From an optimization exercise on the open Yosys and OpenROAD flow, aimed at small area, a short achievable clock period and few clock cycles per item; shortcuts taken in it are not production practice.
Function was checked by simulation only, so behaviour that the tests miss may differ from the original.

`design/flow/config.mk`:
```
export PLATFORM = sky130hd
export DESIGN_NAME = conv_top
export DESIGN_NICKNAME = conv_top
export VERILOG_FILES = /design/flow/design.v
export SDC_FILE = /design/flow/constraint.sdc
export NUM_CORES = 4
export LEC_CHECK = 0
export ABC_AREA = 1
export CAP_MARGIN = 20
export CORE_MARGIN = 2
export CORE_UTILIZATION = 40
export CTS_BUF_LIST = sky130_fd_sc_hd__clkbuf_16
export CTS_CLUSTER_DIAMETER = 100
export CTS_CLUSTER_SIZE = 30
export SLEW_MARGIN = 20
```
`design/flow/constraint.sdc`:
```
create_clock -name core_clock -period 28.0 [get_ports {sclk}]
set_input_delay 5.6000 -clock core_clock [delete_from_list [all_inputs] [get_ports {sclk}]]
set_output_delay 5.6000 -clock core_clock [all_outputs]
set_load 0.01 [all_outputs]
```
`design/flow/design.v`:
```
package conv_pkg;
    typedef logic [4:0]                         col_addr_t;     
    typedef logic [4:0]                         band_t;
    typedef logic [4:0]                         kernel_t;
    typedef logic [8:0]                         param_addr_t;   
    typedef logic [5-1:0]                 pix_col_t;
    typedef logic signed [8-1:0]    weight_t;
    typedef logic signed [8-1:0]    bias_t;
    typedef logic signed [16-1:0]  sum_t;
    typedef logic [16-1:0]         act_t;          
    typedef enum logic [1:0] {
        SEQ_IDLE,
        SEQ_LOAD,       
        SEQ_SWEEP       
    } seq_state_t;
endpackage
module conv_decode (
    input  logic        sclk,
    input  logic        s_rst_n,
    input  logic        cal_start,
    output logic        busy,
    output logic [4:0]  col,         
    output logic [2:0]  band,
    output logic        kern,
    output logic [3:0]  paddr,       
    output logic [4:0]  pwr,         
    output logic        tag_vld      
);
    logic        act;            
    logic        go;             
    logic        start;
    logic        last_col;
    logic        kern_d;
    logic        t0, t1;
    logic [2:0]  psi, psi_d, psi_p;
    assign start    = cal_start & ~busy;
    assign last_col = (col == 5'(28 - 1));
    assign t0       = act & (col >= 5'(5 - 1));
    assign go       = act & ~(last_col && band == 3'(8 - 1) && kern);
    assign kern_d   = (act && last_col && band == 3'(8 - 1)) ? ~kern : kern;
    assign psi      = kern ? 3'(paddr - 4'd5) : 3'(paddr);
    assign psi_d    = (psi == 3'd0) ? 3'd4 : psi - 3'd1;
    assign psi_p    = (psi == 3'd4) ? 3'd0 : psi + 3'd1;     
    for (genvar q = 0; q < 5; q++) begin : g_pwr
        assign pwr[q] = (psi_p == 3'(5 - 1 - q));
    end
    always_ff @(posedge sclk or negedge s_rst_n) begin
        if (!s_rst_n) begin
            act   <= 1'b0;
            col   <= '0;
            band  <= '0;
            kern  <= 1'b0;
            paddr <= '0;
        end else begin
            act   <= go | start;
            kern  <= kern_d;
            paddr <= (kern_d ? 4'd5 : 4'd0) + 4'(psi_d);
            if (act) begin
                if (last_col) begin
                    col  <= '0;
                    band <= band + 3'd1;     
                end else begin
                    col <= col + 5'd1;
                end
            end else begin
                col <= {4'd0, start};
            end
        end
    end
    always_ff @(posedge sclk or negedge s_rst_n) begin
        if (!s_rst_n) begin
            t1      <= 1'b0;
            tag_vld <= 1'b0;
            busy    <= 1'b0;
        end else begin
            t1      <= t0;
            tag_vld <= t1;
            busy    <= start | go | t0 | t1 | tag_vld;
        end
    end
endmodule
module conv_execute (
    input  logic                sclk,
    input  conv_pkg::pix_col_t  col_data,
    input  conv_pkg::weight_t   param_w_h0,
    input  conv_pkg::weight_t   param_w_h1,
    input  conv_pkg::weight_t   param_w_h2,
    input  conv_pkg::weight_t   param_w_h3,
    input  conv_pkg::weight_t   param_w_h4,
    input  conv_pkg::bias_t     param_bias,
    input  logic [4:0]          pwr,         
    output logic signed [12:0]  sum
);
    logic [5-1:0][5-1:0][7:0] w;    
    logic [5-1:0][5-1:0]      p;    
    logic [7:0]  b;
    logic [12:0] ra, rb;
    always_ff @(posedge sclk) begin
        w <= {w[5-2:0], {param_w_h4, param_w_h3, param_w_h2, param_w_h1, param_w_h0}};
        b <= param_bias;
    end
    for (genvar q = 0; q < 5; q++) begin : g_slot
        always_ff @(posedge sclk) begin
            if (pwr[q])
                p[q] <= col_data;
        end
    end
    logic t1, t2, t3, t4, t5, t6, t7, t8, t9, t10, t11, t12, t13, t14, t15, t16, t17, t18, t19, t20, t21, t22, t23, t24, t25, t26, t27, t28, t29, t30, t31, t32, t33, t34, t35, t36, t37, t38, t39, t40, t41, t42, t43, t44, t45, t46, t47, t48, t49, t50, t51, t52, t53, t54, t55, t56, t57, t58, t59, t60, t61, t62, t63, t64, t65, t66, t67, t68, t69, t70, t71, t72, t73, t74, t75, t76, t77, t78, t79, t80, t81, t82, t83, t84, t85, t86, t87, t88, t89, t90, t91, t92, t93, t94, t95, t96, t97, t98, t99, t100, t101, t102, t103, t104, t105, t106, t107, t108, t109, t110, t111, t112, t113, t114, t115, t116, t117, t118, t119, t120, t121, t122, t123, t124, t125, t126, t127, t128, t129, t130, t131, t132, t133, t134, t135, t136, t137, t138, t139, t140, t141, t142, t143, t144, t145, t146, t147, t148, t149, t150, t151, t152, t153, t154, t155, t156, t157, t158, t159, t160, t161, t162, t163, t164, t165, t166, t167, t168, t169, t170, t171, t172, t173, t174, t175, t176, t177, t178, t179, t180, t181, t182, t183, t184, t185, t186, t187, t188, t189, t190, t191, t192, t193, t194, t195, t196, t197, t198, t199, t200, t201, t202, t203, t204, t205, t206, t207, t208, t209, t210, t211, t212, t213, t214, t215, t216, t217, t218, t219, t220, t221, t222, t223, t224, t225, t226, t227, t228, t229, t230, t231, t232, t233, t234, t235, t236, t237, t238, t239, t240, t241, t242, t243, t244, t245, t246, t247, t248, t249, t250, t251, t252, t253, t254, t255, t256, t257, t258, t259, t260, t261, t262, t263, t264, t265, t266, t267, t268, t269, t270, t271, t272, t273, t274, t275, t276, t277, t278, t279, t280, t281, t282, t283, t284, t285, t286, t287, t288, t289, t290, t291, t292, t293, t294, t295, t296, t297, t298, t299, t300, t301, t302, t303, t304, t305, t306, t307, t308, t309, t310, t311, t312, t313, t314, t315, t316, t317, t318, t319, t320, t321, t322, t323, t324, t325, t326, t327, t328, t329, t330, t331, t332, t333, t334, t335, t336, t337, t338, t339, t340, t341, t342, t343, t344, t345, t346, t347, t348, t349, t350, t351, t352, t353, t354, t355, t356, t357, t358, t359, t360, t361, t362, t363, t364, t365, t366, t367, t368, t369, t370, t371, t372, t373, t374, t375, t376, t377, t378, t379, t380, t381, t382, t383, t384, t385, t386, t387, t388, t389, t390, t391, t392, t393, t394, t395, t396, t397, t398;
    assign {t2, t1} = {1'b0, (p[0][0] & w[0][0][0])} + {1'b0, (p[0][1] & w[0][1][0])} + {1'b0, (p[0][2] & w[0][2][0])};
    assign {t4, t3} = {1'b0, (p[0][3] & w[0][3][0])} + {1'b0, (p[0][4] & w[0][4][0])} + {1'b0, (p[1][0] & w[1][0][0])};
    assign {t6, t5} = {1'b0, (p[1][1] & w[1][1][0])} + {1'b0, (p[1][2] & w[1][2][0])} + {1'b0, (p[1][3] & w[1][3][0])};
    assign t7 = (p[1][4] & w[1][4][0]) ^ (p[2][0] & w[2][0][0]);
    assign t8 = (p[1][4] & w[1][4][0]) & (p[2][0] & w[2][0][0]);
    assign {t10, t9} = {1'b0, (p[0][0] & w[0][0][1])} + {1'b0, (p[0][1] & w[0][1][1])} + {1'b0, (p[0][2] & w[0][2][1])};
    assign {t12, t11} = {1'b0, (p[0][3] & w[0][3][1])} + {1'b0, (p[0][4] & w[0][4][1])} + {1'b0, (p[1][0] & w[1][0][1])};
    assign {t14, t13} = {1'b0, (p[1][1] & w[1][1][1])} + {1'b0, (p[1][2] & w[1][2][1])} + {1'b0, (p[1][3] & w[1][3][1])};
    assign {t16, t15} = {1'b0, (p[1][4] & w[1][4][1])} + {1'b0, (p[2][0] & w[2][0][1])} + {1'b0, (p[2][1] & w[2][1][1])};
    assign {t18, t17} = {1'b0, (p[2][2] & w[2][2][1])} + {1'b0, (p[2][3] & w[2][3][1])} + {1'b0, (p[2][4] & w[2][4][1])};
    assign t19 = (p[3][0] & w[3][0][1]) ^ (p[3][1] & w[3][1][1]);
    assign t20 = (p[3][0] & w[3][0][1]) & (p[3][1] & w[3][1][1]);
    assign {t22, t21} = {1'b0, (p[0][0] & w[0][0][2])} + {1'b0, (p[0][1] & w[0][1][2])} + {1'b0, (p[0][2] & w[0][2][2])};
    assign {t24, t23} = {1'b0, (p[0][3] & w[0][3][2])} + {1'b0, (p[0][4] & w[0][4][2])} + {1'b0, (p[1][0] & w[1][0][2])};
    assign {t26, t25} = {1'b0, (p[1][1] & w[1][1][2])} + {1'b0, (p[1][2] & w[1][2][2])} + {1'b0, (p[1][3] & w[1][3][2])};
    assign {t28, t27} = {1'b0, (p[1][4] & w[1][4][2])} + {1'b0, (p[2][0] & w[2][0][2])} + {1'b0, (p[2][1] & w[2][1][2])};
    assign {t30, t29} = {1'b0, (p[2][2] & w[2][2][2])} + {1'b0, (p[2][3] & w[2][3][2])} + {1'b0, (p[2][4] & w[2][4][2])};
    assign {t32, t31} = {1'b0, (p[3][0] & w[3][0][2])} + {1'b0, (p[3][1] & w[3][1][2])} + {1'b0, (p[3][2] & w[3][2][2])};
    assign t33 = (p[3][3] & w[3][3][2]) ^ (p[3][4] & w[3][4][2]);
    assign t34 = (p[3][3] & w[3][3][2]) & (p[3][4] & w[3][4][2]);
    assign {t36, t35} = {1'b0, (p[0][0] & w[0][0][3])} + {1'b0, (p[0][1] & w[0][1][3])} + {1'b0, (p[0][2] & w[0][2][3])};
    assign {t38, t37} = {1'b0, (p[0][3] & w[0][3][3])} + {1'b0, (p[0][4] & w[0][4][3])} + {1'b0, (p[1][0] & w[1][0][3])};
    assign {t40, t39} = {1'b0, (p[1][1] & w[1][1][3])} + {1'b0, (p[1][2] & w[1][2][3])} + {1'b0, (p[1][3] & w[1][3][3])};
    assign {t42, t41} = {1'b0, (p[1][4] & w[1][4][3])} + {1'b0, (p[2][0] & w[2][0][3])} + {1'b0, (p[2][1] & w[2][1][3])};
    assign {t44, t43} = {1'b0, (p[2][2] & w[2][2][3])} + {1'b0, (p[2][3] & w[2][3][3])} + {1'b0, (p[2][4] & w[2][4][3])};
    assign {t46, t45} = {1'b0, (p[3][0] & w[3][0][3])} + {1'b0, (p[3][1] & w[3][1][3])} + {1'b0, (p[3][2] & w[3][2][3])};
    assign {t48, t47} = {1'b0, (p[3][3] & w[3][3][3])} + {1'b0, (p[3][4] & w[3][4][3])} + {1'b0, (p[4][0] & w[4][0][3])};
    assign {t50, t49} = {1'b0, (p[0][0] & w[0][0][4])} + {1'b0, (p[0][1] & w[0][1][4])} + {1'b0, (p[0][2] & w[0][2][4])};
    assign {t52, t51} = {1'b0, (p[0][3] & w[0][3][4])} + {1'b0, (p[0][4] & w[0][4][4])} + {1'b0, (p[1][0] & w[1][0][4])};
    assign {t54, t53} = {1'b0, (p[1][1] & w[1][1][4])} + {1'b0, (p[1][2] & w[1][2][4])} + {1'b0, (p[1][3] & w[1][3][4])};
    assign {t56, t55} = {1'b0, (p[1][4] & w[1][4][4])} + {1'b0, (p[2][0] & w[2][0][4])} + {1'b0, (p[2][1] & w[2][1][4])};
    assign {t58, t57} = {1'b0, (p[2][2] & w[2][2][4])} + {1'b0, (p[2][3] & w[2][3][4])} + {1'b0, (p[2][4] & w[2][4][4])};
    assign {t60, t59} = {1'b0, (p[3][0] & w[3][0][4])} + {1'b0, (p[3][1] & w[3][1][4])} + {1'b0, (p[3][2] & w[3][2][4])};
    assign {t62, t61} = {1'b0, (p[3][3] & w[3][3][4])} + {1'b0, (p[3][4] & w[3][4][4])} + {1'b0, (p[4][0] & w[4][0][4])};
    assign {t64, t63} = {1'b0, (p[0][0] & w[0][0][5])} + {1'b0, (p[0][1] & w[0][1][5])} + {1'b0, (p[0][2] & w[0][2][5])};
    assign {t66, t65} = {1'b0, (p[0][3] & w[0][3][5])} + {1'b0, (p[0][4] & w[0][4][5])} + {1'b0, (p[1][0] & w[1][0][5])};
    assign {t68, t67} = {1'b0, (p[1][1] & w[1][1][5])} + {1'b0, (p[1][2] & w[1][2][5])} + {1'b0, (p[1][3] & w[1][3][5])};
    assign {t70, t69} = {1'b0, (p[1][4] & w[1][4][5])} + {1'b0, (p[2][0] & w[2][0][5])} + {1'b0, (p[2][1] & w[2][1][5])};
    assign {t72, t71} = {1'b0, (p[2][2] & w[2][2][5])} + {1'b0, (p[2][3] & w[2][3][5])} + {1'b0, (p[2][4] & w[2][4][5])};
    assign {t74, t73} = {1'b0, (p[3][0] & w[3][0][5])} + {1'b0, (p[3][1] & w[3][1][5])} + {1'b0, (p[3][2] & w[3][2][5])};
    assign {t76, t75} = {1'b0, (p[3][3] & w[3][3][5])} + {1'b0, (p[3][4] & w[3][4][5])} + {1'b0, (p[4][0] & w[4][0][5])};
    assign {t78, t77} = {1'b0, (p[0][0] & w[0][0][6])} + {1'b0, (p[0][1] & w[0][1][6])} + {1'b0, (p[0][2] & w[0][2][6])};
    assign {t80, t79} = {1'b0, (p[0][3] & w[0][3][6])} + {1'b0, (p[0][4] & w[0][4][6])} + {1'b0, (p[1][0] & w[1][0][6])};
    assign {t82, t81} = {1'b0, (p[1][1] & w[1][1][6])} + {1'b0, (p[1][2] & w[1][2][6])} + {1'b0, (p[1][3] & w[1][3][6])};
    assign {t84, t83} = {1'b0, (p[1][4] & w[1][4][6])} + {1'b0, (p[2][0] & w[2][0][6])} + {1'b0, (p[2][1] & w[2][1][6])};
    assign {t86, t85} = {1'b0, (p[2][2] & w[2][2][6])} + {1'b0, (p[2][3] & w[2][3][6])} + {1'b0, (p[2][4] & w[2][4][6])};
    assign {t88, t87} = {1'b0, (p[3][0] & w[3][0][6])} + {1'b0, (p[3][1] & w[3][1][6])} + {1'b0, (p[3][2] & w[3][2][6])};
    assign {t90, t89} = {1'b0, (p[3][3] & w[3][3][6])} + {1'b0, (p[3][4] & w[3][4][6])} + {1'b0, (p[4][0] & w[4][0][6])};
    assign {t92, t91} = {1'b0, ~(p[0][0] & w[0][0][7])} + {1'b0, ~(p[0][1] & w[0][1][7])} + {1'b0, ~(p[0][2] & w[0][2][7])};
    assign {t94, t93} = {1'b0, ~(p[0][3] & w[0][3][7])} + {1'b0, ~(p[0][4] & w[0][4][7])} + {1'b0, ~(p[1][0] & w[1][0][7])};
    assign {t96, t95} = {1'b0, ~(p[1][1] & w[1][1][7])} + {1'b0, ~(p[1][2] & w[1][2][7])} + {1'b0, ~(p[1][3] & w[1][3][7])};
    assign {t98, t97} = {1'b0, ~(p[1][4] & w[1][4][7])} + {1'b0, ~(p[2][0] & w[2][0][7])} + {1'b0, ~(p[2][1] & w[2][1][7])};
    assign {t100, t99} = {1'b0, ~(p[2][2] & w[2][2][7])} + {1'b0, ~(p[2][3] & w[2][3][7])} + {1'b0, ~(p[2][4] & w[2][4][7])};
    assign {t102, t101} = {1'b0, ~(p[3][0] & w[3][0][7])} + {1'b0, ~(p[3][1] & w[3][1][7])} + {1'b0, ~(p[3][2] & w[3][2][7])};
    assign {t104, t103} = {1'b0, ~(p[3][3] & w[3][3][7])} + {1'b0, ~(p[3][4] & w[3][4][7])} + {1'b0, ~(p[4][0] & w[4][0][7])};
    assign {t106, t105} = {1'b0, t1} + {1'b0, t3} + {1'b0, t5};
    assign {t108, t107} = {1'b0, t7} + {1'b0, (p[2][1] & w[2][1][0])} + {1'b0, (p[2][2] & w[2][2][0])};
    assign {t110, t109} = {1'b0, (p[2][3] & w[2][3][0])} + {1'b0, (p[2][4] & w[2][4][0])} + {1'b0, (p[3][0] & w[3][0][0])};
    assign {t112, t111} = {1'b0, t2} + {1'b0, t4} + {1'b0, t6};
    assign {t114, t113} = {1'b0, t8} + {1'b0, t9} + {1'b0, t11};
    assign {t116, t115} = {1'b0, t13} + {1'b0, t15} + {1'b0, t17};
    assign {t118, t117} = {1'b0, t19} + {1'b0, (p[3][2] & w[3][2][1])} + {1'b0, (p[3][3] & w[3][3][1])};
    assign t119 = (p[3][4] & w[3][4][1]) ^ (p[4][0] & w[4][0][1]);
    assign t120 = (p[3][4] & w[3][4][1]) & (p[4][0] & w[4][0][1]);
    assign {t122, t121} = {1'b0, t10} + {1'b0, t12} + {1'b0, t14};
    assign {t124, t123} = {1'b0, t16} + {1'b0, t18} + {1'b0, t20};
    assign {t126, t125} = {1'b0, t21} + {1'b0, t23} + {1'b0, t25};
    assign {t128, t127} = {1'b0, t27} + {1'b0, t29} + {1'b0, t31};
    assign {t130, t129} = {1'b0, t33} + {1'b0, (p[4][0] & w[4][0][2])} + {1'b0, (p[4][1] & w[4][1][2])};
    assign t131 = (p[4][2] & w[4][2][2]) ^ (p[4][3] & w[4][3][2]);
    assign t132 = (p[4][2] & w[4][2][2]) & (p[4][3] & w[4][3][2]);
    assign {t134, t133} = {1'b0, t22} + {1'b0, t24} + {1'b0, t26};
    assign {t136, t135} = {1'b0, t28} + {1'b0, t30} + {1'b0, t32};
    assign {t138, t137} = {1'b0, t34} + {1'b0, t35} + {1'b0, t37};
    assign {t140, t139} = {1'b0, t39} + {1'b0, t41} + {1'b0, t43};
    assign {t142, t141} = {1'b0, t45} + {1'b0, t47} + {1'b0, (p[4][1] & w[4][1][3])};
    assign {t144, t143} = {1'b0, (p[4][2] & w[4][2][3])} + {1'b0, (p[4][3] & w[4][3][3])} + {1'b0, (p[4][4] & w[4][4][3])};
    assign {t146, t145} = {1'b0, t36} + {1'b0, t38} + {1'b0, t40};
    assign {t148, t147} = {1'b0, t42} + {1'b0, t44} + {1'b0, t46};
    assign {t150, t149} = {1'b0, t48} + {1'b0, t49} + {1'b0, t51};
    assign {t152, t151} = {1'b0, t53} + {1'b0, t55} + {1'b0, t57};
    assign {t154, t153} = {1'b0, t59} + {1'b0, t61} + {1'b0, (p[4][1] & w[4][1][4])};
    assign {t156, t155} = {1'b0, (p[4][2] & w[4][2][4])} + {1'b0, (p[4][3] & w[4][3][4])} + {1'b0, (p[4][4] & w[4][4][4])};
    assign {t158, t157} = {1'b0, t50} + {1'b0, t52} + {1'b0, t54};
    assign {t160, t159} = {1'b0, t56} + {1'b0, t58} + {1'b0, t60};
    assign {t162, t161} = {1'b0, t62} + {1'b0, t63} + {1'b0, t65};
    assign {t164, t163} = {1'b0, t67} + {1'b0, t69} + {1'b0, t71};
    assign {t166, t165} = {1'b0, t73} + {1'b0, t75} + {1'b0, (p[4][1] & w[4][1][5])};
    assign {t168, t167} = {1'b0, (p[4][2] & w[4][2][5])} + {1'b0, (p[4][3] & w[4][3][5])} + {1'b0, (p[4][4] & w[4][4][5])};
    assign {t170, t169} = {1'b0, t64} + {1'b0, t66} + {1'b0, t68};
    assign {t172, t171} = {1'b0, t70} + {1'b0, t72} + {1'b0, t74};
    assign {t174, t173} = {1'b0, t76} + {1'b0, t77} + {1'b0, t79};
    assign {t176, t175} = {1'b0, t81} + {1'b0, t83} + {1'b0, t85};
    assign {t178, t177} = {1'b0, t87} + {1'b0, t89} + {1'b0, (p[4][1] & w[4][1][6])};
    assign {t180, t179} = {1'b0, (p[4][2] & w[4][2][6])} + {1'b0, (p[4][3] & w[4][3][6])} + {1'b0, (p[4][4] & w[4][4][6])};
    assign {t182, t181} = {1'b0, t78} + {1'b0, t80} + {1'b0, t82};
    assign {t184, t183} = {1'b0, t84} + {1'b0, t86} + {1'b0, t88};
    assign {t186, t185} = {1'b0, t90} + {1'b0, t91} + {1'b0, t93};
    assign {t188, t187} = {1'b0, t95} + {1'b0, t97} + {1'b0, t99};
    assign {t190, t189} = {1'b0, t101} + {1'b0, t103} + {1'b0, ~(p[4][1] & w[4][1][7])};
    assign {t192, t191} = {1'b0, ~(p[4][2] & w[4][2][7])} + {1'b0, ~(p[4][3] & w[4][3][7])} + {1'b0, ~(p[4][4] & w[4][4][7])};
    assign t193 = t92 ^ t94;
    assign t194 = t92 & t94;
    assign {t196, t195} = {1'b0, t105} + {1'b0, t107} + {1'b0, t109};
    assign {t198, t197} = {1'b0, (p[3][1] & w[3][1][0])} + {1'b0, (p[3][2] & w[3][2][0])} + {1'b0, (p[3][3] & w[3][3][0])};
    assign {t200, t199} = {1'b0, t106} + {1'b0, t108} + {1'b0, t110};
    assign {t202, t201} = {1'b0, t111} + {1'b0, t113} + {1'b0, t115};
    assign {t204, t203} = {1'b0, t117} + {1'b0, t119} + {1'b0, (p[4][1] & w[4][1][1])};
    assign {t206, t205} = {1'b0, t112} + {1'b0, t114} + {1'b0, t116};
    assign {t208, t207} = {1'b0, t118} + {1'b0, t120} + {1'b0, t121};
    assign {t210, t209} = {1'b0, t123} + {1'b0, t125} + {1'b0, t127};
    assign t211 = t129 ^ t131;
    assign t212 = t129 & t131;
    assign {t214, t213} = {1'b0, t122} + {1'b0, t124} + {1'b0, t126};
    assign {t216, t215} = {1'b0, t128} + {1'b0, t130} + {1'b0, t132};
    assign {t218, t217} = {1'b0, t133} + {1'b0, t135} + {1'b0, t137};
    assign {t220, t219} = {1'b0, t139} + {1'b0, t141} + {1'b0, t143};
    assign {t222, t221} = {1'b0, t134} + {1'b0, t136} + {1'b0, t138};
    assign {t224, t223} = {1'b0, t140} + {1'b0, t142} + {1'b0, t144};
    assign {t226, t225} = {1'b0, t145} + {1'b0, t147} + {1'b0, t149};
    assign {t228, t227} = {1'b0, t151} + {1'b0, t153} + {1'b0, t155};
    assign {t230, t229} = {1'b0, t146} + {1'b0, t148} + {1'b0, t150};
    assign {t232, t231} = {1'b0, t152} + {1'b0, t154} + {1'b0, t156};
    assign {t234, t233} = {1'b0, t157} + {1'b0, t159} + {1'b0, t161};
    assign {t236, t235} = {1'b0, t163} + {1'b0, t165} + {1'b0, t167};
    assign {t238, t237} = {1'b0, t158} + {1'b0, t160} + {1'b0, t162};
    assign {t240, t239} = {1'b0, t164} + {1'b0, t166} + {1'b0, t168};
    assign {t242, t241} = {1'b0, t169} + {1'b0, t171} + {1'b0, t173};
    assign {t244, t243} = {1'b0, t175} + {1'b0, t177} + {1'b0, t179};
    assign {t246, t245} = {1'b0, t170} + {1'b0, t172} + {1'b0, t174};
    assign {t248, t247} = {1'b0, t176} + {1'b0, t178} + {1'b0, t180};
    assign {t250, t249} = {1'b0, t181} + {1'b0, t183} + {1'b0, t185};
    assign {t252, t251} = {1'b0, t187} + {1'b0, t189} + {1'b0, t191};
    assign {t254, t253} = {1'b0, t182} + {1'b0, t184} + {1'b0, t186};
    assign {t256, t255} = {1'b0, t188} + {1'b0, t190} + {1'b0, t192};
    assign {t258, t257} = {1'b0, t193} + {1'b0, t96} + {1'b0, t98};
    assign {t260, t259} = {1'b0, t100} + {1'b0, t102} + {1'b0, t104};
    assign {t262, t261} = {1'b0, t195} + {1'b0, t197} + {1'b0, (p[3][4] & w[3][4][0])};
    assign t263 = (p[4][0] & w[4][0][0]) ^ (p[4][1] & w[4][1][0]);
    assign t264 = (p[4][0] & w[4][0][0]) & (p[4][1] & w[4][1][0]);
    assign {t266, t265} = {1'b0, t196} + {1'b0, t198} + {1'b0, t199};
    assign {t268, t267} = {1'b0, t201} + {1'b0, t203} + {1'b0, (p[4][2] & w[4][2][1])};
    assign t269 = (p[4][3] & w[4][3][1]) ^ (p[4][4] & w[4][4][1]);
    assign t270 = (p[4][3] & w[4][3][1]) & (p[4][4] & w[4][4][1]);
    assign {t272, t271} = {1'b0, t200} + {1'b0, t202} + {1'b0, t204};
    assign {t274, t273} = {1'b0, t205} + {1'b0, t207} + {1'b0, t209};
    assign {t276, t275} = {1'b0, t211} + {1'b0, (p[4][4] & w[4][4][2])} + {1'b0, b[2]};
    assign {t278, t277} = {1'b0, t206} + {1'b0, t208} + {1'b0, t210};
    assign {t280, t279} = {1'b0, t212} + {1'b0, t213} + {1'b0, t215};
    assign {t282, t281} = {1'b0, t217} + {1'b0, t219} + {1'b0, b[3]};
    assign {t284, t283} = {1'b0, t214} + {1'b0, t216} + {1'b0, t218};
    assign {t286, t285} = {1'b0, t220} + {1'b0, t221} + {1'b0, t223};
    assign {t288, t287} = {1'b0, t225} + {1'b0, t227} + {1'b0, b[4]};
    assign {t290, t289} = {1'b0, t222} + {1'b0, t224} + {1'b0, t226};
    assign {t292, t291} = {1'b0, t228} + {1'b0, t229} + {1'b0, t231};
    assign {t294, t293} = {1'b0, t233} + {1'b0, t235} + {1'b0, b[5]};
    assign {t296, t295} = {1'b0, t230} + {1'b0, t232} + {1'b0, t234};
    assign {t298, t297} = {1'b0, t236} + {1'b0, t237} + {1'b0, t239};
    assign {t300, t299} = {1'b0, t241} + {1'b0, t243} + {1'b0, b[6]};
    assign {t302, t301} = {1'b0, t238} + {1'b0, t240} + {1'b0, t242};
    assign {t304, t303} = {1'b0, t244} + {1'b0, t245} + {1'b0, t247};
    assign {t306, t305} = {1'b0, t249} + {1'b0, t251} + {1'b0, ~b[7]};
    assign {t308, t307} = {1'b0, t246} + {1'b0, t248} + {1'b0, t250};
    assign {t310, t309} = {1'b0, t252} + {1'b0, t253} + {1'b0, t255};
    assign {t312, t311} = {1'b0, t257} + {1'b0, t259} + {1'b0, 1'b1};
    assign {t314, t313} = {1'b0, t254} + {1'b0, t256} + {1'b0, t258};
    assign t315 = t260 ^ t194;
    assign t316 = t260 & t194;
    assign {t318, t317} = {1'b0, t261} + {1'b0, t263} + {1'b0, (p[4][2] & w[4][2][0])};
    assign {t320, t319} = {1'b0, t262} + {1'b0, t264} + {1'b0, t265};
    assign t321 = t267 ^ t269;
    assign t322 = t267 & t269;
    assign {t324, t323} = {1'b0, t266} + {1'b0, t268} + {1'b0, t270};
    assign {t326, t325} = {1'b0, t271} + {1'b0, t273} + {1'b0, t275};
    assign {t328, t327} = {1'b0, t272} + {1'b0, t274} + {1'b0, t276};
    assign {t330, t329} = {1'b0, t277} + {1'b0, t279} + {1'b0, t281};
    assign {t332, t331} = {1'b0, t278} + {1'b0, t280} + {1'b0, t282};
    assign {t334, t333} = {1'b0, t283} + {1'b0, t285} + {1'b0, t287};
    assign {t336, t335} = {1'b0, t284} + {1'b0, t286} + {1'b0, t288};
    assign {t338, t337} = {1'b0, t289} + {1'b0, t291} + {1'b0, t293};
    assign {t340, t339} = {1'b0, t290} + {1'b0, t292} + {1'b0, t294};
    assign {t342, t341} = {1'b0, t295} + {1'b0, t297} + {1'b0, t299};
    assign {t344, t343} = {1'b0, t296} + {1'b0, t298} + {1'b0, t300};
    assign {t346, t345} = {1'b0, t301} + {1'b0, t303} + {1'b0, t305};
    assign {t348, t347} = {1'b0, t302} + {1'b0, t304} + {1'b0, t306};
    assign {t350, t349} = {1'b0, t307} + {1'b0, t309} + {1'b0, t311};
    assign {t352, t351} = {1'b0, t308} + {1'b0, t310} + {1'b0, t312};
    assign {t354, t353} = {1'b0, t313} + {1'b0, t315} + {1'b0, 1'b1};
    assign t355 = t317 ^ (p[4][3] & w[4][3][0]);
    assign t356 = t317 & (p[4][3] & w[4][3][0]);
    assign {t358, t357} = {1'b0, t318} + {1'b0, t319} + {1'b0, t321};
    assign {t360, t359} = {1'b0, t320} + {1'b0, t322} + {1'b0, t323};
    assign {t362, t361} = {1'b0, t324} + {1'b0, t326} + {1'b0, t327};
    assign {t364, t363} = {1'b0, t328} + {1'b0, t330} + {1'b0, t331};
    assign {t366, t365} = {1'b0, t332} + {1'b0, t334} + {1'b0, t335};
    assign {t368, t367} = {1'b0, t336} + {1'b0, t338} + {1'b0, t339};
    assign {t370, t369} = {1'b0, t340} + {1'b0, t342} + {1'b0, t343};
    assign {t372, t371} = {1'b0, t344} + {1'b0, t346} + {1'b0, t347};
    assign {t374, t373} = {1'b0, t348} + {1'b0, t350} + {1'b0, t351};
    assign {t376, t375} = {1'b0, t352} + {1'b0, t354} + {1'b0, t314};
    assign t377 = t355 ^ (p[4][4] & w[4][4][0]);
    assign t378 = t355 & (p[4][4] & w[4][4][0]);
    assign {t380, t379} = {1'b0, t356} + {1'b0, t357} + {1'b0, b[1]};
    assign {t382, t381} = {1'b0, t358} + {1'b0, t359} + {1'b0, t325};
    assign {t384, t383} = {1'b0, t360} + {1'b0, t361} + {1'b0, t329};
    assign {t386, t385} = {1'b0, t362} + {1'b0, t363} + {1'b0, t333};
    assign {t388, t387} = {1'b0, t364} + {1'b0, t365} + {1'b0, t337};
    assign {t390, t389} = {1'b0, t366} + {1'b0, t367} + {1'b0, t341};
    assign {t392, t391} = {1'b0, t368} + {1'b0, t369} + {1'b0, t345};
    assign {t394, t393} = {1'b0, t370} + {1'b0, t371} + {1'b0, t349};
    assign {t396, t395} = {1'b0, t372} + {1'b0, t373} + {1'b0, t353};
    assign {t398, t397} = {1'b0, t374} + {1'b0, t375} + {1'b0, t316};
    assign ra = {1'b1, t398, t396, t394, t392, t390, t388, t386, t384, t382, t380, t378, t377};
    assign rb = {1'b0, t376, t397, t395, t393, t391, t389, t387, t385, t383, t381, t379, b[0]};
    assign sum = ra + rb;
endmodule
module conv_result (
    input  logic                sclk,
    input  logic                s_rst_n,
    input  logic signed [12:0]  sum,
    input  logic                tag_vld,
    output logic [11:0]         act,
    output logic                act_vld
);
    always_ff @(posedge sclk) begin
        act <= sum[12] ? 12'd0 : 12'(sum);
    end
    always_ff @(posedge sclk or negedge s_rst_n) begin
        if (!s_rst_n)
            act_vld <= 1'b0;
        else
            act_vld <= tag_vld;
    end
endmodule
module conv_top (
    input  logic                   sclk,
    input  logic                   s_rst_n,
    input  logic                   cal_start,
    output logic                   busy,
    output conv_pkg::col_addr_t    data_rd_addr,
    output conv_pkg::band_t        row_cnt,
    input  conv_pkg::pix_col_t     col_data,
    output conv_pkg::param_addr_t  param_rd_addr,
    input  conv_pkg::weight_t      param_w_h0,
    input  conv_pkg::weight_t      param_w_h1,
    input  conv_pkg::weight_t      param_w_h2,
    input  conv_pkg::weight_t      param_w_h3,
    input  conv_pkg::weight_t      param_w_h4,
    output conv_pkg::kernel_t      bias_rd_addr,
    input  conv_pkg::bias_t        param_bias,
    output conv_pkg::act_t         conv_rslt_act,
    output logic                   conv_rslt_act_vld
);
    logic [2:0]          band;
    logic                kern;
    logic [3:0]          paddr;
    logic [4:0]          pwr;
    logic                tag_vld;
    logic signed [12:0]  sum;
    logic [11:0]         act;
    assign row_cnt       = {2'b0, band};
    assign param_rd_addr = {5'b0, paddr};
    assign bias_rd_addr  = {4'b0, kern};
    assign conv_rslt_act = {4'b0, act};
    conv_decode u_decode (
        .sclk      (sclk),
        .s_rst_n   (s_rst_n),
        .cal_start (cal_start),
        .busy      (busy),
        .col       (data_rd_addr),
        .band      (band),
        .kern      (kern),
        .paddr     (paddr),
        .pwr       (pwr),
        .tag_vld   (tag_vld)
    );
    conv_execute u_execute (
        .sclk       (sclk),
        .col_data   (col_data),
        .param_w_h0 (param_w_h0),
        .param_w_h1 (param_w_h1),
        .param_w_h2 (param_w_h2),
        .param_w_h3 (param_w_h3),
        .param_w_h4 (param_w_h4),
        .param_bias (param_bias),
        .pwr        (pwr),
        .sum        (sum)
    );
    conv_result u_result (
        .sclk    (sclk),
        .s_rst_n (s_rst_n),
        .sum     (sum),
        .tag_vld (tag_vld),
        .act     (act),
        .act_vld (conv_rslt_act_vld)
    );
endmodule
```
`design/flow/flow/run.sh`:
```
#!/bin/bash
# Standard synthesis, then flow/polarity.py drops the inverters that
# synthesis leaves between full adders (a full adder is self-dual, so an fa
# cell may work on inverted signals), then the standard layout from the
# edited netlist, with port buffers of a fixed cell. Make output goes to
# standard_*.log here, each tool's own log to orfs/logs.
set -euo pipefail
R=$PWD/orfs/results/sky130hd/conv_top/base
KN=("BUFFER_PORTS_ARGS=-buffer_cell sky130_fd_sc_hd__buf_2")
if [[ -f flow/knobs.txt ]]; then
  while read -r line; do [[ -n "$line" ]] && KN+=("$line"); done < flow/knobs.txt
fi
bash standard.sh "${KN[@]}" "$R/1_2_yosys.v" > standard_synth.log 2>&1
cp "$R/1_2_yosys.v" "$R/1_2_yosys_std.v"
python3 flow/polarity.py "$R/1_2_yosys_std.v" "$R/1_2_yosys.v" > polarity.log 2>&1
bash standard.sh "${KN[@]}" finish > standard.log 2>&1
```
`design/flow/flow/polarity.py`:
```
#!/usr/bin/env python3
"""Removes inverters between full adders in a mapped netlist.

A full adder is self-dual: FA(~a, ~b, ~c) = (~cout, ~sum). Synthesis leaves
many inverters between sky130 fa cells; choosing for each fa cell whether it
works on inverted signals lets most of them go. Only plain inv cells whose
nets are internal are touched; everything else keeps its connections.

usage: polarity.py IN.v OUT.v
"""
import re
import sys
from collections import defaultdict

src = open(sys.argv[1]).read()
mod_start = src.index("module ")
body_start = src.index(";", mod_start) + 1
end = src.rindex("endmodule")
head, body, tail = src[:body_start], src[body_start:end], src[end:]

port_names = set()
for m in re.finditer(r"^\s*(input|output|inout)\s+(\[[^\]]*\]\s*)?(\w+)\s*;", body, re.M):
    port_names.add(m.group(3))

cell_re = re.compile(r"^\s*(sky130_fd_sc_hd__\w+)\s+(\S+)\s*\((.*?)\);\s*$", re.S | re.M)
pin_re = re.compile(r"\.(\w+)\(([^()]*)\)")

cells = []
for m in cell_re.finditer(body):
    pins = [(p, n.strip()) for p, n in pin_re.findall(m.group(3))]
    cells.append({"type": m.group(1), "name": m.group(2), "pins": pins, "span": m.span()})

OUTP = {"X", "Y", "Q", "Q_N", "SUM", "COUT", "HI", "LO"}

def is_port_net(n):
    base = n.split("[")[0].strip()
    return base in port_names

def is_inv(c):
    return re.match(r"sky130_fd_sc_hd__inv_\d+$", c["type"]) is not None

driver = {}
loads = defaultdict(list)
for i, c in enumerate(cells):
    for p, n in c["pins"]:
        if p in OUTP:
            driver[n] = (i, p)
        else:
            loads[n].append((i, p))

# inverters we may remove: internal in and out
inv_ok = set()
for i, c in enumerate(cells):
    if is_inv(c):
        d = dict(c["pins"])
        a, y = d["A"], d["Y"]
        if not is_port_net(a) and not is_port_net(y) and a in driver and not re.match(r"^1'", a):
            inv_ok.add(i)

# a logical signal is a net driven by something other than a removable
# inverter; resolve every net to (signal net, inversion)
def resolve(n):
    inv = 0
    seen = 0
    while n in driver and driver[n][0] in inv_ok and seen < 100:
        n = dict(cells[driver[n][0]]["pins"])["A"]
        inv ^= 1
        seen += 1
    return n, inv

fa_cells = [i for i, c in enumerate(cells) if re.match(r"sky130_fd_sc_hd__fa_\d+$", c["type"])]
# an and2 can become a nand2 and back: its output polarity is free
AND_CELLS = {"sky130_fd_sc_hd__and2_1": 0, "sky130_fd_sc_hd__nand2_1": 1}
AREA = {0: 6.256, 1: 3.7536}
INV_AREA = 3.7536
free_and = {}
for i, c in enumerate(cells):
    if c["type"] in AND_CELLS:
        d = dict(c["pins"])
        outp = "X" if AND_CELLS[c["type"]] == 0 else "Y"
        if set(d) == {"A", "B", outp} and not is_port_net(d[outp]):
            free_and[d[outp]] = i
fa_set = set(fa_cells)
FA_IN = ("A", "B", "CIN")
FA_OUT = ("COUT", "SUM")

# requirements: signal -> list of (load cell, pin, required polarity relative to signal)
req = defaultdict(list)
for i, c in enumerate(cells):
    if i in inv_ok:
        continue
    for p, n in c["pins"]:
        if p in OUTP:
            continue
        s, inv = resolve(n)
        if s in free_and:
            # requirements of a free AND are relative to AND(a, b)
            inv ^= AND_CELLS[cells[free_and[s]]["type"]]
        req[s].append((i, p, inv))
# nets that are ports and driven through removable inverters are excluded above,
# so port loads need no handling: a port net is never an inverter's output here.

flip = {i: 0 for i in fa_cells}

def reqs(s):
    out = set()
    for (i, p, inv) in req[s]:
        out.add(inv ^ (flip[i] if (i in fa_set and p in FA_IN) else 0))
    return out

def and_choice(s):
    rs = reqs(s)
    best = None
    for pol in (1, 0):
        a = AREA[pol] + (INV_AREA if any(r != pol for r in rs) else 0)
        if best is None or a < best[0]:
            best = (a, pol)
    return best

def sig_pol(s):
    if s in free_and:
        return and_choice(s)[1]
    if s in driver and driver[s][0] in fa_set:
        return flip[driver[s][0]]
    return 0

def sig_cost(s):
    if s in free_and:
        return and_choice(s)[0]
    pol = sig_pol(s)
    return INV_AREA if any(r != pol for r in reqs(s)) else 0

def touched(i):
    c = cells[i]
    ss = set()
    for p, n in c["pins"]:
        if p in FA_IN:
            ss.add(resolve(n)[0])
        elif p in FA_OUT:
            ss.add(n)
    return ss

total = sum(sig_cost(s) for s in list(req))
start_total = total
improved = True
rounds = 0
while improved and rounds < 50:
    improved = False
    rounds += 1
    for i in fa_cells:
        ss = touched(i)
        before = sum(sig_cost(s) for s in ss)
        flip[i] ^= 1
        after = sum(sig_cost(s) for s in ss)
        if after < before:
            total += after - before
            improved = True
        else:
            flip[i] ^= 1

def total_cost():
    return sum(sig_cost(s) for s in list(req))

# escape local minima: random restarts of the greedy search from perturbed
# states, keeping the best (deterministic seed)
import random
rng = random.Random(1)
def greedy():
    tot = sum(sig_cost(s) for s in list(req))
    imp = True
    while imp:
        imp = False
        for i in fa_cells:
            ss = touched(i)
            b = sum(sig_cost(s) for s in ss)
            flip[i] ^= 1
            a = sum(sig_cost(s) for s in ss)
            if a < b or (a == b and rng.random() < 0.3):
                tot += a - b
                imp = imp or a < b
            else:
                flip[i] ^= 1
    return tot
best = dict(flip)
best_total = sum(sig_cost(s) for s in list(req))
for it in range(int(__import__("os").environ.get("POL_ITERS", "300"))):
    flip.update(best)
    for i in rng.sample(fa_cells, max(1, len(fa_cells) // 10)):
        flip[i] ^= 1
    t = greedy()
    if t < best_total:
        best_total = t
        best = dict(flip)
flip.update(best)

# rebuild: signals needing an inverted copy get one inverter each
need_inv = {}
k = 0
for s in list(req):
    if any(r != sig_pol(s) for r in reqs(s)):
        k += 1
        need_inv[s] = f"pol_n{k}"

def esc(n):
    # escaped identifiers end at white space
    return n + " " if n.startswith("\\") else n

def net_for(s, r):
    return s if r == sig_pol(s) else need_inv[s]

new_cells_txt = []
for i, c in enumerate(cells):
    if i in inv_ok:
        continue
    pins = []
    ctype = c["type"]
    d = dict(c["pins"])
    and_out = next((n for p, n in c["pins"] if p in OUTP and n in free_and and free_and[n] == i), None)
    if and_out is not None:
        ctype = "sky130_fd_sc_hd__nand2_1" if sig_pol(and_out) else "sky130_fd_sc_hd__and2_1"
    for p, n in c["pins"]:
        if p in OUTP:
            if and_out is not None:
                p = "Y" if sig_pol(and_out) else "X"
            pins.append((p, n))
        else:
            s, inv = resolve(n)
            if s in free_and:
                inv ^= AND_CELLS[cells[free_and[s]]["type"]]
            r = inv ^ (flip[i] if (i in fa_set and p in FA_IN) else 0)
            pins.append((p, net_for(s, r)))
    txt = "  %s %s (\n%s\n  );" % (ctype, c["name"], ",\n".join(f"    .{p}({esc(n)})" for p, n in pins))
    new_cells_txt.append(txt)
for s, nn in need_inv.items():
    new_cells_txt.append("  sky130_fd_sc_hd__inv_1 pol_inv_%s (\n    .A(%s),\n    .Y(%s)\n  );" % (nn[5:], esc(s), nn))

# keep declarations, drop old cell text
decl = cell_re.sub("", body)
decl = re.sub(r"\n\s*\n+", "\n", decl)
wires = "".join(f"  wire {nn};\n" for nn in need_inv.values())
out = head + decl + wires + "\n".join(new_cells_txt) + "\n" + tail
open(sys.argv[2], "w").write(out)
print(f"polarity: {len(inv_ok)} removable inverters, {len(fa_cells)} fa cells, "
      f"{len(free_and)} and/nand cells, {sum(flip.values())} flipped, "
      f"inverters {len(inv_ok)} -> {len(need_inv)}, "
      f"nand2 {sum(1 for x in free_and if sig_pol(x))}, area of inverters and ands {start_total:.1f} -> {total_cost():.1f}")
```
`design/flow/standard.sh`:
```
#!/bin/bash
# synth_recipe.tcl (not shown) runs the flow's synth.tcl, then flattens the netlist and writes it again
# the make line also repeats each setting of config.mk as NAME=value (left out here)
make -C /OpenROAD-flow-scripts/flow DESIGN_CONFIG=/design/flow/config.mk WORK_HOME=/design/flow/orfs CLKGATE_MAP_FILE= SYNTH_SCRIPT=/design/flow/synth_recipe.tcl "${@:-finish}"
```
==> results of run 1 <==
[layout make-up]
| type | count | area share (%) |
|---|---|---|
| multi-input combinational | 604 | 44.6 |
| sequential | 263 | 42.7 |
| tap | 390 | 3.72 |
| timing repair buffer | 82 | 3.13 |
| clock buffer | 14 | 2.67 |
| inverter | 93 | 2.66 |
| clock inverter | 7 | 0.448 |
[metal layers]
metal	vias to the layer above	routed length [µm]	GRT usage (%)
met5	-	11	0
met4	2	377	3.37
met3	24	1760	3.41
met2	194	11200	26.8
met1	3310	11000	22.9
li1	3073	-	-
[flip-flops by register name, summed over array words and instances, names as in the netlist]
register          cells
u_decode.paddr        4
u_execute.w         200
u_decode.kern         1
u_result.act_vld      1
u_decode.act          1
u_execute.b           8
u_decode.col          5
u_decode.tag_vld      1
u_decode.band         3
u_result.act         12
u_execute.p          25
u_decode.busy         1
u_decode.t1           1
[worst min-delay path by stage]
stage,startpoint,to,slack (ns),cells past startpoint
after CTS,u_execute.w[139],u_execute.w[179],0.34,0
after global placement,u_execute.w[121],u_execute.w[161],0.33,0
after detailed placement,u_execute.w[102],u_execute.w[142],0.33,0
after global routing,u_execute.w[0],u_execute.w[40],0.34,0
final,u_execute.w[0],u_execute.w[40],0.33,0
after floorplan,u_execute.w[72],u_execute.w[112],0.32,0
==> reports/metrics.yaml, run 1 <==
cp_slowest_stage_delay_ns: 0.45
initial_core_util_pct: 40.5
area_delta_synth_final_pct: 9.57
num_vias: 6603
finClkSkew_ns: 0.0296
place_area_um2: 12700
slowest_stage: "dfrtp_1"
grt_pass1_wl_mm: 38.7
die_w_um: 177
drive_above_1_share_pct: 10.9
grt-ovfl-total: 0
r2r_slack_ns: 22.13
fin_area_um2: 13100
clkTransAtPathRegs_ns: 0.11
first_pass_iters: 5
drc_errors: 0
arrival_ns: 1.11
avgSynthCellArea_um2: 12.1
grt_pass1_vias: 7080
numClockSinks: 263
drtIter0Drc: 378
post_cts_buffers: 0
tns_ns: 0
wl_mm: 24.4
critical_path.top_delay_family: "flip-flops"
final_nets: 1336
fmax_ghz: 0.149
cts_buffers: 13
max_slew_margin_pct: 45.9
coreArea_um2: 29600
fillers: 2763
reg2reg_to: "u_result.act[6]"
fp-row-count: 63
grt_setup_unrepaired: "false"
grt_max_degree: 32
drv_slew: 0
worst_ep_required_time_ns: 22.40
min_path_type: "flip-flop to flip-flop"
final_core_util_pct: 44.4
crit_end: "data_rd_addr[2]"
synth_area_um2: 12000
setup_ws_ns: 21.29
layoutNonFillerInstCount: 1453
finalCritPeriodShare_pct: 23.9
cp_max_fo: 5
regArea_um2: 5610
die_h_um: 177
grt_use_total_pct: 16.5
multi_input_area_um2: 5860
cts_resized: 0
crit_chain: "buf_2"
ctsHoldBuffers: 0
status: "complete, no violations"
dp.final_hpwl_mm: 18.6
fin_crit_ns: 6.71
r2r_start: "u_execute.p[8]"
final_antenna_net_count: 0
io_buffer_count: 82
worstSetupStartpoint: "u_decode.col[2]"
cp.depth: 1
cts_max_level: 1
cts_tree: "built"
pre_cts_slack_ns: 21.80
mostFrequentLayoutCells: "254 x nand2_1, 220 x dfxtp_1, 185 x fa_1"
end_kind: "primary output"
dpl.cell_count: 1432
crit_buf_inv: 1
clock_latency_ns: 0.51
worst_hold_slack_ns: 0.331
wl_per_cell_um: 16.8
max_cap_viol_count: 0
final_common_cell: "nand2_1"
worstMarginPinSlew_ns: 0.805
pin_count: 98
antenna_found_initial: 1
final_hold_viol_count: 0
cts_root_buffer: "clkbuf_16"
antenna_cells: 0
yosysWarningCount: 3
vias_per_cell: 4.54
start_kind: "flip-flop"
r2r.worst_path.cells: 17
finalSetupViolations: 0
place.gp.congestion: 0.854
clock_path_buffers: 3
fp.dieArea_um2: 31300
syn_inst: 987
worstSetupPathType: "flip-flop to primary output"
Testbench counts, summed over its fixed seeds: cycles 21,648, results 18,432.
==> run 2: changes to the inputs <==
==> design/flow/flow/knobs.txt (new file) <==
SETUP_SLACK_MARGIN=21.4
==> run 2 against run 1 <==
Still clean on timing, DRC and antenna; count of clock-buffer cells in the layout unchanged; area after synthesis did not move; first-iteration DRC count increased by 8.7%; via count rose by 1.4%; wire length increased by 1.1%; die area did not move; design area rose by 1.0%; critical path type unchanged; largest cell class unchanged.
==> reports/metrics.yaml, run 2 <==
antenna_found_initial: 1  # unchanged
cts_tree: "built"
final_hold_viol_count: 0  # unchanged
wl_per_cell_um: 16.8  # about the same
final_common_cell: "nand2_1"
coreArea_um2: 29600  # unchanged
fillers: 2756  # -0.25%
cp_max_fo: 3  # -2
crit_chain: "buf_2"
io_buffer_count: 82  # unchanged
finalSetupViolations: 0  # unchanged
area_delta_synth_final_pct: 10.7
initial_core_util_pct: 40.5  # unchanged
cts_buffers: 13  # unchanged
drtIter0Drc: 411  # +8.7%
reg.largest.list: "u_execute.w: 200 flops, u_execute.p: 25 flops, u_result.act: 12 flops"
regArea_um2: 5610  # about the same
use_met3_pct: 3.33  # -0.086 points
status: "complete, no violations"
pre_cts_slack_ns: 21.80  # unchanged
tns_ns: 0  # unchanged
die_w_um: 177  # unchanged
arrival_ns: 1.07  # -0.04 ns
grt_setup_unrepaired: "true"
clock_path_buffers: 3  # unchanged
drv_slew: 0  # unchanged
min_path_type: "flip-flop to flip-flop"
drive_above_1_share_pct: 12.3  # +1.4 points
multi_input_area_um2: 5860  # unchanged
synth_area_um2: 12000  # unchanged
crit_buf_inv: 1  # unchanged
grt_busiest_layer: "met2"
clkTransAtPathRegs_ns: 0.11  # about the same
numClockSinks: 263  # unchanged
dp.final_hpwl_mm: 18.6  # unchanged
max_slew_margin_pct: 45.6  # -0.29 points
die_h_um: 177  # unchanged
drc_errors: 0  # unchanged
fin_crit_ns: 6.67  # -0.0388 ns
start_kind: "flip-flop"
fp-row-count: 63  # unchanged
first_pass_iters: 7  # +2
place.gp.congestion: 0.854  # unchanged
critical_path.top_delay_family: "flip-flops"
yosysWarningCount: 3  # unchanged
largest_register_ffs: 200  # unchanged
num_vias: 6693  # +1.4%
syn_inst: 987  # unchanged
end_kind: "primary output"
hp-start: "u_execute.w[0]"
wl_mm: 24.7  # +1.1%
final_nets: 1351  # +1.1%
worstSetupPathType: "flip-flop to primary output"
worst_hold_slack_ns: 0.331  # -0.00000600 ns
fp.dieArea_um2: 31300  # unchanged
holdPathEnd: "u_execute.w[40]"
r2r_slack_ns: 22.12  # about the same
r2r_start: "u_execute.p[8]"
grt_util_met1_pct: 23.0  # +0.071 points
antenna_cells: 0  # unchanged
max_cap_viol_count: 0  # unchanged
clock_latency_ns: 0.51  # about the same
reg2reg_to: "u_result.act[6]"
cp.depth: 1  # unchanged
grt_pass1_wl_mm: 39.0  # +0.80%
fmax_ghz: 0.150  # +0.58%
avgSynthCellArea_um2: 12.1  # unchanged
finClkSkew_ns: 0.0295  # -0.0000130 ns
r2r.worst_path.cells: 17  # unchanged
worstMarginPinSlew_ns: 0.809  # +0.00436 ns
pin_count: 98  # unchanged
grt_use_total_pct: 16.6  # +0.13 points
finalCritPeriodShare_pct: 23.8  # -0.14 points
vias_per_cell: 4.56  # +0.33%
hold_depth: 0  # unchanged
slowest_stage: "dfrtp_1"
setup_ws_ns: 21.33  # +0.0388 ns
grt_max_degree: 32  # unchanged
cp_slowest_stage_delay_ns: 0.41  # -0.04 ns
cts_root_buffer: "clkbuf_16"
grt-ovfl-total: 0  # unchanged
regMostFlops: "u_execute.w"
mostFrequentLayoutCells: "254 x nand2_1, 218 x dfxtp_1, 185 x fa_1"
use_met2_pct: 27.2  # +0.44 points
worst_ep_required_time_ns: 22.40  # about the same
cts_max_level: 1  # unchanged
grt_pass1_vias: 7158  # +1.1%
final_antenna_net_count: 0  # unchanged
[run 2: cell count changes in the layout (fill, tap and decap cells not counted)]
| cell | previous run | this run |
|---|---|---|
| buf_2 | 82 | 79 |
| dfxtp_2 | 0 | 2 |
| buf_4 | 0 | 15 |
| buf_6 | 0 | 3 |
| dfxtp_1 | 220 | 218 |
[run 2: layer usage]
layer / part of all wire (%) / vias up
met1: 45 / 3360
met4: 1.5 / 2
met2: 46 / 202
li1: - / 3105
met3: 7.2 / 24
met5: 0.045 / -
[run 2: area by class of cell]
class / instances / share of cell area [%]
multi-input combinational: 604 / 44.2
clock buffer: 14 / 2.64
tap: 390 / 3.68
inverter: 93 / 2.63
timing repair buffer: 97 / 4.09
sequential: 263 / 42.3
clock inverter: 7 / 0.444
[run 2: metrics by stage]
| step | area [µm²] | util, % | std cells |
|---|---|---|---|
| after CTS | 13200 | 44.7 | 1464 |
| after detailed placement | 12700 | 43.0 | 1432 |
| after floorplan | 12000 | - | 1001 |
| after global routing | 13300 | 44.8 | 1468 |
| final | 13300 | 44.8 | 1468 |
| after global placement | 12700 | 43.0 | 1432 |
[run 2: timing repair]
item                                    4_1_cts  5_1_grt
gates resized for setup                       0        5
hold buffers                                  0        0
endpoints found under the setup margin       15       17
buffers inserted                             11        4
[run 2: how the worst max path moves through the flow]
stage | start | end | slack [ns]
4_1_cts | u_decode.band[1] | row_cnt[1] | 21.31
3_5_place_dp | cal_start | u_decode.busy | 21.80
6_report | u_decode.band[1] | row_cnt[1] | 21.33
3_3_place_gp | u_decode.col[2] | data_rd_addr[2] | 21.82
2_1_floorplan | u_decode.kern | bias_rd_addr[0] | 21.87
5_1_grt | u_decode.band[1] | row_cnt[1] | 21.30
==> run 3: changes to the inputs <==
--- a/design/flow/config.mk
+++ b/design/flow/config.mk
@@ -6,5 +6,4 @@
 export NUM_CORES = 4
 export LEC_CHECK = 0
-export ABC_AREA = 1
 export CAP_MARGIN = 20
 export CORE_MARGIN = 2
==> run 3 against run 2 <==
Area after synthesis is 2.6% lower; first-iteration DRC count is 4.1% lower; count of clock-buffer cells in the layout is 1 higher; fmax is 0.16% lower; flip-flop and latch count stayed put; synthesized cell count is 12% lower; critical path type unchanged; highest routed layer is now met4.
==> reports/metrics.yaml, run 3 <==
first_pass_iters: 4  # -3
grt_max_degree: 32  # unchanged
critical_path.top_delay_family: "flip-flops"
regArea_um2: 5610  # about the same
drc_errors: 0  # unchanged
fp-row-count: 62  # -1.6%
finClkSkew_ns: 0.0343  # +0.00474 ns
worstMarginPinSlew_ns: 1.16  # +0.352 ns
layoutNonFillerInstCount: 1372  # -6.5%
largest_register_ffs: 200  # unchanged
r2r_slack_ns: 21.83  # -0.29 ns
numClockSinks: 263  # unchanged
end_kind: "primary output"
grt_pass1_wl_mm: 37.9  # -2.7%
min_path_type: "flip-flop to flip-flop"
finalSetupViolations: 0  # unchanged
ctsHoldBuffers: 0  # unchanged
num_vias: 6210  # -7.2%
wl_per_cell_um: 17.6  # +4.8%
final_nets: 1258  # -6.9%
arrival_ns: 1.08  # about the same
place.gp.congestion: 0.856  # +0.16%
drive_above_1_share_pct: 13.5  # +1.1 points
place_area_um2: 12500  # -1.9%
fp.dieArea_um2: 30500  # -2.5%
dp.final_hpwl_mm: 19.6  # +4.9%
clkTransAtPathRegs_ns: 0.11  # about the same
tns_ns: 0  # unchanged
grt_pass1_vias: 6802  # -5.0%
status: "complete, no violations"
initial_core_util_pct: 40.6  # +0.13 points
syn_inst: 870  # -12%
drtIter0Drc: 394  # -4.1%
finalCritPeriodShare_pct: 23.8  # +0.039 points
grt_setup_unrepaired: "true"
antenna_found_initial: 0  # -1
worst_hold_slack_ns: 0.330  # -0.00127 ns
grt_use_total_pct: 16.3  # -0.29 points
cts_buffers: 15  # +2
cts_tree: "built"
die_w_um: 175  # -1.3%
die_h_um: 175  # -1.3%
antenna_cells: 0  # unchanged
drv_slew: 0  # unchanged
clock_latency_ns: 0.52  # about the same
grt-ovfl-total: 0  # unchanged
area_delta_synth_final_pct: 12.7
io_buffer_count: 82  # unchanged
yosysWarningCount: 3  # unchanged
regMostFlops: "u_execute.w"
max_slew_margin_pct: 22.3  # -23 points
reg.largest.list: "u_execute.w: 200 flops, u_execute.p: 25 flops, u_result.act: 12 flops"
mostFrequentLayoutCells: "220 x dfxtp_1, 192 x nand2_1, 185 x fa_1"
fmax_ghz: 0.150  # -0.16%
fin_crit_ns: 6.68  # +0.0108 ns
crit_chain: "buf_6"
cts_max_level: 1  # unchanged
pin_count: 98  # unchanged
worstSetupPathType: "flip-flop to primary output"
coreArea_um2: 28700  # -2.9%
avgSynthCellArea_um2: 13.4  # +11%
vias_per_cell: 4.53  # -0.72%
clock_path_buffers: 3  # unchanged
synth_area_um2: 11700  # -2.6%
cts_root_buffer: "clkbuf_16"
final_common_cell: "dfxtp_1"
max_cap_viol_count: 0  # unchanged
start_kind: "flip-flop"
multi_input_area_um2: 5760  # -1.7%
crit_buf_inv: 1  # unchanged
final_antenna_net_count: 0  # unchanged
fillers: 2606  # -5.4%
final_hold_viol_count: 0  # unchanged
dpl.cell_count: 1331  # -7.1%
fin_area_um2: 13100  # -0.85%
cp_slowest_stage_delay_ns: 0.43  # +0.02 ns
cp_max_fo: 2  # -1
worst_ep_required_time_ns: 22.40  # about the same
wl_mm: 24.2  # -2.1%
slowest_stage: "dfrtp_1"
## run 3: cell types whose count changed in the layout (fill, tap and decap cells not counted), moves of 6 or more
| cell | before | now |
|---|---|---|
| xnor2_1 | 3 | 9 |
| inv_1 | 96 | 64 |
| nand3_1 | 14 | 5 |
| nand2_1 | 254 | 192 |
| and2_1 | 29 | 20 |
## run 3: area by class of cell
type	count	area share [%]
clock inverter	11	1.10
multi-input combinational	543	43.8
inverter	59	1.69
clock buffer	15	2.86
sequential	263	42.7
timing repair buffer	97	4.22
tap	384	3.66
## run 3: layer usage
| metal | part of all wire, % | track usage [%] | routed length (µm) | vias up |
|---|---|---|---|---|
| met5 | 0 | 0 | 0 | - |
| met4 | 1.8 | 3.54 | 432 | 0 |
| met3 | 6.8 | 3.72 | 1630 | 28 |
| met2 | 46 | 26.3 | 11000 | 166 |
| met1 | 46 | 22.7 | 11100 | 3117 |
| li1 | - | - | - | 2899 |
## run 3: worst paths after layout
kind	endpoint	from	cells after the start
hold / removal	u_execute.w[45]	u_execute.w[5]	0
setup / recovery	row_cnt[0]	u_decode.band[0]	1
hold reg to reg	u_execute.w[45]	u_execute.w[5]	0
setup reg to reg	u_result.act[3]	u_execute.p[8]	15
min in group asynchronous	u_decode.busy	s_rst_n	1
max in group asynchronous	u_decode.col[2]	s_rst_n	1
## run 3: stage by stage
| stage | setup slack [ns] | util [%] |
|---|---|---|
| 3_3_place_gp | 21.62 | 43.4 |
| 4_1_cts | 21.31 | 45.6 |
| 5_1_grt | 21.27 | 45.8 |
| 3_5_place_dp | 21.59 | 43.4 |
| 6_report | 21.32 | 45.8 |
| 2_1_floorplan | 21.75 | - |
## run 3: worst register-to-register path: stages, from the launching register on
cell and delay, ns:
edfxtp_1 0.55, nand2_1 0.13, fa_1 0.52, fa_1 0.49, fa_1 0.51, fa_1 0.55, inv_1 0.06, fa_1 0.56
fa_1 0.46, fa_1 0.50, fa_1 0.51, a211oi_2 0.27, o21ai_2 0.11, a221o_2 0.41, a21oi_4 0.33, nor2_1 0.09
## run 3: what timing repair did
item	4_1_cts	5_1_grt
gates cloned	0	0
endpoints found under the setup margin	15	18
resized for setup	6	3
buffers inserted	11	4

==> static timing again, ports no longer ideal <==
The flow's constraints put no driver on any port. The routed layouts listed below were extracted and timed again, unchanged, in two steps. Step 1: set_driving_cell puts a clkbuf_16 on sclk and a buf_2 on each other input, an assumption about the parent block. Step 2 moves the port delays by t, midway between the first and last clock arrival at a register: inputs arrive t later, outputs are due t later. That takes back most of the time a late clock gives input paths. Slacks: ideal ports / drivers / drivers and shift; pairs: ideal ports / drivers.
| run | shift t [ns] | slack for setup (ns) | hold WS [ns] | worst setup path after step 2 |
|---|---|---|---|---|
| run 1 | 0.543 | 21.294 / 21.248 / 21.791 | 0.331 / 0.331 / 0.331 | register to output |
| run 2 | 0.543 | 21.333 / 21.287 / 21.811 | 0.331 / 0.331 / 0.331 | input to register |
| run 3 | 0.555 | 21.323 / 21.273 / 21.629 | 0.330 / 0.330 / 0.330 | input to register |
After both steps every run listed still meets setup and hold.
